This is an optimization exercise on Yosys and OpenROAD, whose aim is small area, a short achievable clock period and few clock cycles per item, not a production implementation. At most, simulation tests tie the RTL to the original design; equivalence was not proved.

// hbridge_current_integral_loop_core
module hbridge_current_integral_loop_core
#(
  parameter int SAMPLE_BITS   = 12,
  parameter int FRACTION_BITS = 8,
  localparam int IN_W = ((4 * SAMPLE_BITS + 2 + 7) / 8) * 8
) (
  input  logic                 clk,
  input  logic                 rst,
  input  logic                 s_axis_tvalid,
  output logic                 s_axis_tready,
  input  logic [IN_W-1:0]      s_axis_tdata,
  output logic                 m_axis_tvalid,
  input  logic                 m_axis_tready,
  output logic [OUT_W-1:0]     m_axis_tdata,
  input  logic                 cfg_wr_en,
  input  logic [CFG_ADR_W-1:0] cfg_addr,
  input  logic [CFG_W-1:0]     cfg_wdata
);
clock: 10.0 ns
lec_check: 0
abc_area: 1
cap_margin: 20
core_margin: 2
core_utilization: 40
slew_margin: 20
standard.sh (not shown) runs the stock make flow with config.mk's settings and CLKGATE_MAP_FILE= SYNTH_SCRIPT=/design/flow/synth_recipe.tcl, a recipe that flattens the netlist after the stock synthesis.
==> flow/flow/run.sh <==
#!/bin/bash
# The standard layout, with timing repair aimed at a tighter period than the
# 10 ns clock (the clock and constraints are unchanged). Synthesis is the
# standard one, run on its own first.
set -euo pipefail
MARGIN=$(cat flow/margin.txt)
bash standard.sh synth > synth.log 2>&1
bash standard.sh SETUP_SLACK_MARGIN=$MARGIN finish > layout.log 2>&1
==> flow/flow/margin.txt <==
6.5
Edit:
Settings changed: ABC_AREA 1 to not set.
What happened:
- setup slack is worse by 0.15 ns
- design area went down by 2.2%
Edit:
==> flow/flow/run.sh (replaced) <==
#!/bin/bash
# The standard layout with extra ORFS make settings from flow/args.txt (one
# VAR=VALUE per line): timing repair aimed at a tighter period than the 10 ns
# clock (the clock and constraints are unchanged) and a smaller port buffer.
# Synthesis is the standard one, run on its own first.
set -euo pipefail
mapfile -t ARGS < <(grep -v '^#' flow/args.txt | grep .)
bash standard.sh synth > synth.log 2>&1
bash standard.sh "${ARGS[@]}" finish > layout.log 2>&1
==> flow/flow/args.txt (new file) <==
SETUP_SLACK_MARGIN=6.5
BUFFER_PORTS_ARGS=-buffer_cell sky130_fd_sc_hd__buf_1
Settings changed: CORE_UTILIZATION 40 to 55.
removed: flow/flow/margin.txt
The changed run completed with no timing, DRC or antenna violations.
Die area went down by 27%.
Routed wire length stays flat.
Worst hold slack barely changes.
Setup slack gets worse by 0.14 ns.
Area after synthesis stays the same.
Sequential share of layout area grows by 0.91 points.
Synthesized cell count does not change.
Core utilization grows by 16 points.
Edit:
==> flow/flow/args.txt (replaced) <==
SETUP_SLACK_MARGIN=7
BUFFER_PORTS_ARGS=-buffer_cell sky130_fd_sc_hd__buf_1
=>
- routed wire length grows by 7.2%
- critical path depth is lower by 2
- count of clock-buffer cells in the layout goes down by 4
- register-to-register slack is better by 0.12 ns
- utilization rose by 4.6 points
No run of this note included a check of the RTL's function; only the layout flow was run.

========
Setup of run 1:
hbridge_current_integral_loop_core, a different RTL version from the one above (not shown whole).
Size in the first run: ~370 flip-flops, about 140 I/O pins.
## hbridge_current_integral_loop_core
module hbridge_current_integral_loop_core
#(
  parameter int SAMPLE_BITS   = 12,
  parameter int FRACTION_BITS = 8,
  localparam int IN_W = ((4 * SAMPLE_BITS + 2 + 7) / 8) * 8
) (
  input  logic                 clk,
  input  logic                 rst,
  input  logic                 s_axis_tvalid,
  output logic                 s_axis_tready,
  input  logic [IN_W-1:0]      s_axis_tdata,
  output logic                 m_axis_tvalid,
  input  logic                 m_axis_tready,
  output logic [OUT_W-1:0]     m_axis_tdata,
  input  logic                 cfg_wr_en,
  input  logic [CFG_ADR_W-1:0] cfg_addr,
  input  logic [CFG_W-1:0]     cfg_wdata
);
  localparam int S = SAMPLE_BITS;
  hcil_pkg::cfg_t cfg;
  hcil_pkg::booth_t wdata_enc;
  hcil_booth_enc u_wdata_enc (
    .b (cfg_wdata[GAIN_W-1:0]),
    .e (wdata_enc)
  );
  logic           run;
  logic           item_valid;
  logic [REG_W-1:0] item_duty;
  logic           item_fwd;
  logic           item_rev;
  logic           item_inb;
  always_ff @(posedge clk) begin
    if (rst) begin
      cfg.center <= CENTER_RST;
  ...
clock: 10.0 ns
lec_check: 0
cap_margin: 20
core_margin: 2
core_utilization: 55
slew_margin: 20
==> flow/flow/run.sh <==
#!/bin/bash
# The standard layout with extra ORFS make settings from flow/args.txt (one
# VAR=VALUE per line): timing repair aimed at a tighter period than the 10 ns
# clock (the clock and constraints are unchanged) and a smaller port buffer.
# Synthesis is the standard one, run on its own first.
set -euo pipefail
mapfile -t ARGS < <(grep -v '^#' flow/args.txt | grep .)
bash standard.sh synth > synth.log 2>&1
bash standard.sh "${ARGS[@]}" finish > layout.log 2>&1
==> flow/flow/args.txt <==
SETUP_SLACK_MARGIN=5.75
BUFFER_PORTS_ARGS=-buffer_cell sky130_fd_sc_hd__buf_1
Testbench counts of run 1, summed over its fixed seeds: cycles 1,968, items 1,920.
Modified inputs, run 2 compared to run 1
==> flow/flow/args.txt <==
SETUP_SLACK_MARGIN=5.5
BUFFER_PORTS_ARGS=-buffer_cell sky130_fd_sc_hd__buf_1
==> results.txt <==
Looking at via count, run 2 sits below run 1.
From run 1 to run 2, multi-input combinational cell count did not move at all.
Final cell count essentially unchanged between run 1 and run 2.
Changes observed in run 2 relative to run 1: portion of the layout cell area used by clock cells shows no meaningful change, initial antenna violation count shows no meaningful change, global-route usage shows no meaningful change.
Run 2 and run 1 ended up with roughly the same required time at the endpoint of the critical path.
Between run 2 and run 1, the worst setup slack is lower for run 2.
There was hardly any difference in met3 layer usage reported by global route between run 1 and run 2.
The inputs of run 3 differ from those of run 2 as listed below.
==> flow/flow/args.txt <==
SETUP_SLACK_MARGIN=6.5
BUFFER_PORTS_ARGS=-buffer_cell sky130_fd_sc_hd__buf_1
Results
The final layout from run 3, which completed every stage, passed the timing, design-rule and antenna checks at the end of the flow. Compared with run 2, the detailed router inserted more vias in run 3. Sequential share of layout area for run 3: 2.1 points down relative to run 2. From run 2 to run 3 the numbers moved as follows: final cell utilization of the core saw an increase. Against run 2, run 3 comes in 5.5% higher on post-route met1 wirelength. Going from run 2 to run 3, the final worst-path setup slack was found to have gone up by 0.48 ns. As far as maximum cell stage delay along the critical path is concerned, run 3 and run 2 perform about the same. Run 2 -> run 3: non-clock buffer count increased by more than 100%.

========
Another version of the RTL of hbridge_current_integral_loop_core (not shown whole).
Size: about 140 I/O pins.
clock: 10.0 ns
lec_check: 0
cap_margin: 20
core_margin: 2
core_utilization: 40
setup_slack_margin: 5
slew_margin: 20
run.sh (not shown) runs the stock make flow with config.mk's settings and CLKGATE_MAP_FILE= SYNTH_SCRIPT=/design/flow/synth_recipe.tcl, a recipe that flattens the netlist after the stock synthesis.
Stock flow here: none of the scripts above is used.
The starting point passed the timing, design-rule and antenna checks.
Rerun with:
SETUP_SLACK_MARGIN = default   (was 5)
Result:
- The changed run finished clean
- first-iteration DRC count decreases by a little under a tenth
- setup slack loses 1.5 ns
- synthesized area does not change
- clock skew barely changes
- global-route usage increases by 0.24 points
- hold slack hardly moves
No functional check of the RTL was part of any run of this note.

========
Another version of the RTL of hbridge_current_integral_loop_core (not shown whole).
Size in the first run: about 3500 cells after synthesis, about 140 I/O pins, about 0.034 mm² of cells after synthesis.
Settings: LEC_CHECK=0, CAP_MARGIN=20, CORE_MARGIN=2, CORE_UTILIZATION=40, SLEW_MARGIN=20; clock period 10.0 ns.
standard.sh (not shown) runs the stock make flow with config.mk's settings and CLKGATE_MAP_FILE= SYNTH_SCRIPT=/design/flow/synth_recipe.tcl, a recipe that flattens the netlist after the stock synthesis.
==> flow/flow/run.sh <==
#!/bin/bash
# The standard layout, with timing repair aimed at a tighter period than the
# 10 ns clock (the clock and constraints are unchanged). Synthesis is the
# standard one, run on its own first.
set -euo pipefail
MARGIN=$(cat flow/margin.txt)
bash standard.sh synth > synth.log 2>&1
bash standard.sh SETUP_SLACK_MARGIN=$MARGIN finish > layout.log 2>&1
==> flow/flow/margin.txt <==
6.5
Testbench counts at the start, summed over its fixed seeds: cycles 1,968, items 1,920.
Change:
==> flow/run.sh (new file) <==
#!/bin/bash
# synth_recipe.tcl (not shown) runs the flow's synth.tcl, then flattens the netlist and writes it again
# the make line also repeats each setting of config.mk as NAME=value (left out here)
make -C /OpenROAD-flow-scripts/flow DESIGN_CONFIG=/design/flow/config.mk WORK_HOME=/design/flow/orfs CLKGATE_MAP_FILE= SYNTH_SCRIPT=/design/flow/synth_recipe.tcl finish
- SETUP_SLACK_MARGIN: not set -> 5
removed: flow/flow/run.sh
removed: flow/flow/margin.txt
removed: flow/standard.sh
=> Final cell count decreases by 3.4%; critical path depth increases by 3; die area stays the same; cell area decreases by about 8%; wire length decreases by about 8%; clock-buffer cell count decreases by 10; utilization decreases by 3.9 points.

========
pepper:
Another version of the RTL of hbridge_current_integral_loop_core (not shown whole).
For scale: about 380 flip-flops, ~140 I/O pins, ~0.034 mm^2 of cells after synthesis.
==> flow/design.v (excerpt) <==
module hbridge_current_integral_loop_core
#(
  parameter int SAMPLE_BITS   = 12,
  parameter int FRACTION_BITS = 8,
  localparam int IN_W = ((4 * SAMPLE_BITS + 2 + 7) / 8) * 8
) (
  input  logic                 clk,
  input  logic                 rst,
  input  logic                 s_axis_tvalid,
  output logic                 s_axis_tready,
  input  logic [IN_W-1:0]      s_axis_tdata,
  output logic                 m_axis_tvalid,
  input  logic                 m_axis_tready,
  output logic [OUT_W-1:0]     m_axis_tdata,
  input  logic                 cfg_wr_en,
  input  logic [CFG_ADR_W-1:0] cfg_addr,
  input  logic [CFG_W-1:0]     cfg_wdata
);
  localparam int S = SAMPLE_BITS;
  hcil_pkg::cfg_t cfg;
  hcil_pkg::booth_t wdata_enc;
  hcil_booth_enc u_wdata_enc (
    .b (cfg_wdata[GAIN_W-1:0]),
    .e (wdata_enc)
  );
  logic           run;
  logic           item_valid;
  logic [REG_W-1:0] item_duty;
  logic           item_fwd;
  logic           item_rev;
  logic           item_inb;
  always_ff @(posedge clk) begin
    if (rst) begin
      cfg.center <= CENTER_RST;
      cfg.scale  <= SCALE_RST_ENC;
      cfg.offset <= OFFSET_RST;
      cfg.gain   <= GAIN_RST_ENC;
      cfg.band   <= BAND_RST;
      cfg.limit  <= LIMIT_RST;
    end else if (cfg_wr_en) begin
      case (cfg_addr)
        REG_CURRENT_CENTER:   cfg.center <= cfg_wdata[REG_W-1:0];
        REG_REFERENCE_SCALE:  cfg.scale  <= wdata_enc;
        REG_REFERENCE_OFFSET: cfg.offset <= cfg_wdata[REG_W-1:0];
        REG_INTEGRAL_GAIN:    cfg.gain   <= wdata_enc;
  ...
Settings: LEC_CHECK=0, CAP_MARGIN=20, CORE_MARGIN=2, CORE_UTILIZATION=40, SLEW_MARGIN=20; clock period 10.0 ns.
==> flow/flow/run.sh <==
#!/bin/bash
# The standard layout, with timing repair aimed at a tighter period than the
# 10 ns clock (the clock and constraints are unchanged). Synthesis is the
# standard one, run on its own first.
set -euo pipefail
MARGIN=$(cat flow/margin.txt)
bash standard.sh synth > synth.log 2>&1
bash standard.sh SETUP_SLACK_MARGIN=$MARGIN finish > layout.log 2>&1
==> flow/flow/margin.txt <==
7.5
--- input diff pepper..fjord ---
==> flow/flow/margin.txt <==
6.5
Results
fjord completed end to end with timing, DRC and antenna clean.
Relative to pepper, post-detailed-routing wire length decreased by 5.4 mm in fjord.
The higher finished layout cell area came out of pepper.
Summary of fjord over pepper: number of inserted filler cells in the final layout moved up, hold slack about even, final cell count went down by about 1.4%.
No functional check of the RTL was part of any run of this note.

## separate check: timing with driven ports
The flow's constraints put no driver on any port. The routed layouts listed below were extracted and timed again, unchanged, in two steps.
Step 1 sets driving cells, clkbuf_16 on the clock port and buf_2 on the other inputs (assumed; they add their load-dependent delay and slew).
Step 2 adds t to the input delays and takes it off the output delays; t is the mean of the earliest and latest rising clock arrival at the registers after step 1. Input paths then give back, and output paths get back, about the clock's delay inside the block.
Slacks: no drivers / after step 1 / after step 2; pairs: no drivers / after step 1.
run	t, ns	setup WS [ns]	hold slack, ns	clock arrival spread, ns	slew at the worst register clock pin (ns)
the first run of note 1	0.652	6.197 / 6.197 / 5.888	0.418 / 0.418 / 0.418	0.017 / 0.018	0.07 / 0.07
the second run of note 1	0.643	6.043 / 6.043 / 5.933	0.418 / 0.418 / 0.418	0.042 / 0.043	0.06 / 0.06
the third run of note 1	0.652	5.905 / 5.905 / 5.498	0.418 / 0.418 / 0.418	0.030 / 0.030	0.07 / 0.07
the fourth run of note 1	0.649	6.027 / 6.027 / 5.889	0.418 / 0.418 / 0.418	0.030 / 0.031	0.06 / 0.06
run 1	0.645	5.807 / 5.807 / 5.412	0.416 / 0.416 / 0.416	0.022 / 0.022	0.07 / 0.07
run 2	0.646	5.623 / 5.623 / 5.415	0.416 / 0.416 / 0.416	0.026 / 0.026	0.06 / 0.06
run 3	0.651	6.100 / 6.100 / 5.925	0.419 / 0.419 / 0.419	0.030 / 0.030	0.07 / 0.07
the first run of note 3	0.643	3.695 / 3.695 / 3.695	0.421 / 0.421 / 0.421	0.032 / 0.031	0.07 / 0.07
the second run of note 3	0.639	2.165 / 2.165 / 2.165	0.422 / 0.422 / 0.422	0.034 / 0.033	0.08 / 0.08
the first run of note 4	0.637	6.168 / 6.168 / 5.849	0.416 / 0.416 / 0.416	0.059 / 0.060	0.07 / 0.07
the second run of note 4	0.635	5.378 / 5.378 / 4.914	0.418 / 0.418 / 0.418	0.061 / 0.061	0.06 / 0.06
pepper	0.653	5.812 / 5.812 / 5.812	0.418 / 0.418 / 0.418	0.050 / 0.050	0.06 / 0.06
fjord	0.646	5.830 / 5.830 / 5.830	0.416 / 0.416 / 0.416	0.029 / 0.028	0.06 / 0.06
After both steps every run listed still meets setup and hold. For the second run of note 4, which loses most, drivers alone change the setup slack by 0.000 ns; drivers and shift together by -0.464 ns.
